Background: an optimization exercise with open tools, aiming at small area, a short achievable clock period and few clock cycles per item. Do not read the settings as production practice. Where RTL was checked, it was by simulation tests only, not by an equivalence proof against the original.

Setup of v33:
## ycbcr420_to_rgb_flip_core
module ycbcr420_to_rgb_flip_core
#(
	parameter int MAX_WIDTH  = 2048,
	parameter int MAX_HEIGHT = 2048
) (
	input  logic        clk,
	input  logic        arst_n,
	input  logic        wr_en,
	input  logic [1:0]  wr_index,
	input  logic [12:0] wr_data,
	input  logic        s_tvalid,
	output logic        s_tready,
	input  logic [47:0] s_tdata,
	output logic        m_tvalid,
	input  logic        m_tready,
	output logic [71:0] m_tdata,
	output logic        m_tlast,
	output logic        m_tuser
);
clock: 11.0 ns
lec_check: 0
cap_margin: 20
core_margin: 2
core_utilization: 40
cts_buf_list: sky130_fd_sc_hd__clkbuf_8
cts_cluster_diameter: 80
cts_cluster_size: 14
slew_margin: 20
standard.sh (not shown) runs the stock make flow with config.mk's settings and CLKGATE_MAP_FILE= SYNTH_SCRIPT=/design/flow/synth_recipe.tcl, a recipe that flattens the netlist after the stock synthesis.
==> flow/flow/run.sh <==
#!/bin/bash
# The standard layout, with repair_timing aiming below the clock period
# (setup margin) so the critical paths are sized and buffered, and the port
# buffers made from the smallest buffer cell (repair sizes them up as needed).
set -euo pipefail
bash standard.sh SETUP_SLACK_MARGIN=6.9 "BUFFER_PORTS_ARGS=-buffer_cell sky130_fd_sc_hd__buf_1" finish > make.log 2>&1
Testbench counts of v33, summed over its fixed seeds: cycles 19,304, items 9,600.
Input-level comparison between v3 and v33:
- a change of CTS_CLUSTER_SIZE from 14 to 12
- a change of CTS_CLUSTER_DIAMETER from 80 to 100
- an added PLACE_DENSITY of 0.75
Findings:
- Global-route usage ended up 0.38 points lower on v3 than on v33.
- Measured against each other, v3 and v33 differ in met2 usage, the lower figure coming from v3.
- The lower post-layout minimum cycle time of v3 and v33 is in v33.
- In the metrics for v3 and v33, the one carrying the lower total number of vias is v33.
Setup changes, v3 to v15
- PLACE_DENSITY no longer set, was 0.75
--- a/flow/flow/run.sh
+++ b/flow/flow/run.sh
@@ -6 +6 @@
-bash standard.sh SETUP_SLACK_MARGIN=6.9 "BUFFER_PORTS_ARGS=-buffer_cell sky130_fd_sc_hd__buf_1" finish > make.log 2>&1
+bash standard.sh SETUP_SLACK_MARGIN=6.95 "BUFFER_PORTS_ARGS=-buffer_cell sky130_fd_sc_hd__buf_1" finish > make.log 2>&1
### Flow results
Worst setup slack ends up higher on v15. Count of plain and timing-repair buffers (lower): v3. On worst-case headroom to the max-slew limit, v15 does better than v3. Global-route wire length before repair (higher): v15.
> inputs changed (v15 -> v40)
--- a/flow/flow/run.sh
+++ b/flow/flow/run.sh
@@ -6 +6 @@
-bash standard.sh SETUP_SLACK_MARGIN=6.95 "BUFFER_PORTS_ARGS=-buffer_cell sky130_fd_sc_hd__buf_1" finish > make.log 2>&1
+bash standard.sh SETUP_SLACK_MARGIN=7.0 "BUFFER_PORTS_ARGS=-buffer_cell sky130_fd_sc_hd__buf_1" finish > make.log 2>&1
==> comparison <==
- Between v15 and v40, the flow reports count of plain and timing-repair buffers in the layout increasing by a few percent.
- Taking v15 as the reference point, the fraction of layout cells with a size suffix above 1 of v40 rises by 0.48 points.
- Reported for v15 and v40, count of multi-input combinational gates turned out identical to the last digit.
- Of v15 and v40, the run reporting the higher final non-filler cell area was v40.
- v40 against v15: initial DRC count down 122.
- Compared with v15, v40 shows a lower estimated wirelength of the detail-placed design.
- Clock insertion delay at the later pin of the skew report (higher): v40
Changes in v17 relative to v40:
--- a/flow/flow/run.sh
+++ b/flow/flow/run.sh
@@ -6 +6 @@
-bash standard.sh SETUP_SLACK_MARGIN=7.0 "BUFFER_PORTS_ARGS=-buffer_cell sky130_fd_sc_hd__buf_1" finish > make.log 2>&1
+bash standard.sh SETUP_SLACK_MARGIN=6.9 "BUFFER_PORTS_ARGS=-buffer_cell sky130_fd_sc_hd__buf_1" finish > make.log 2>&1
## What came out
- v17 gives less fraction of final layout cells sized beyond drive strength 1 than v40 did.
- Setup slack (higher): v40
- v40 reports its slowest cell on the critical path as sky130_fd_sc_hd__fa_2 while v17 reports sky130_fd_sc_hd__fa_1.
- NOTE: non-clock buffer count in the final layout in v17 falls short of that of v40
- Wire length shrinks slightly when moving from v40 to v17.
- v17: no failed stages, no open violations at the end
- The endpoint of the most critical setup path comes out kg_q[6]$_DFFE_PP_ in one run and opix[22]$_SDFFCE_PP0P_ in the other, namely in v17 and v40 respectively.
- NOTE post-route cell area v40->v17 decreased slightly

Another version of the RTL of ycbcr420_to_rgb_flip_core (not shown whole).
For scale: about 2000 cells after synthesis, roughly 21000 um2 of cells after synthesis.
clock: 11.0 ns
lec_check: 0
cap_margin: 20
core_margin: 2
core_utilization: 40
cts_buf_list: sky130_fd_sc_hd__clkbuf_8
slew_margin: 20
==> flow/flow/run.sh <==
#!/bin/bash
# The standard layout, with repair_timing aiming below the clock period
# (setup margin) so the critical paths are sized and buffered, and the port
# buffers made from the smallest buffer cell (repair sizes them up as needed).
set -euo pipefail
bash standard.sh SETUP_SLACK_MARGIN=6.9 "BUFFER_PORTS_ARGS=-buffer_cell sky130_fd_sc_hd__buf_1" finish > make.log 2>&1
Change:
==> flow/flow/run.sh (replaced) <==
#!/bin/bash
# The standard layout, with repair_timing aiming below the clock period
# (setup margin) so the critical paths are sized and buffered, and the port
# buffers made from the smallest buffer cell (repair sizes them up as needed).
set -euo pipefail
bash standard.sh SETUP_SLACK_MARGIN=7.0 "BUFFER_PORTS_ARGS=-buffer_cell sky130_fd_sc_hd__buf_1" finish > make.log 2>&1
What happened: Die area stays the same. Routed wire length is higher by 1.3%. Count of clock-buffer cells in the layout is higher by 4. Synthesized area does not change. Utilization went up by 1.1 points. Setup slack improves by 22 ps. Fmax increases by 0.51%. Global-route usage climbs by 0.16 points.
No run of this note included a check of the RTL's function; only the layout flow was run.

## afterwards: timing with drivers on the ports
How much do the figures lean on ideal ports? The routed layouts below were timed once more, with nothing changed but the port constraints. Step 1 assumes that a clkbuf_16 drives the clock port and a buf_2 every other input. Step 2 also shifts input and output timing later by t, the mid clock arrival at the registers, as if the neighbouring blocks saw the same clock. Three values: ideal ports, drivers, drivers and shift; two values: the first two.
| run | shift t [ns] | slack for setup (ns) | worst setup path at the end | worst slew at a driven data input, ns |
|---|---|---|---|---|
| v33 | 0.659 | 6.950 / 6.950 / 6.536 | input to register | 0.03 |
| v3 | 0.655 | 6.825 / 6.825 / 6.395 | input to register | 0.06 |
| v15 | 0.653 | 6.876 / 6.876 / 6.554 | input to register | 0.03 |
| v40 | 0.667 | 6.914 / 6.914 / 6.470 | input to register | 0.03 |
| v17 | 0.659 | 6.877 / 6.877 / 6.510 | input to register | 0.03 |
| the first run of note 2 | 0.675 | 6.625 / 6.625 / 6.528 | input to register | 0.05 |
| the second run of note 2 | 0.694 | 6.647 / 6.647 / 6.584 | input to register | 0.04 |
After both steps setup and hold are still met in every run listed. The setup slack of v40, which loses most, moves by 0.000 ns with the drivers and by -0.444 ns with both steps.
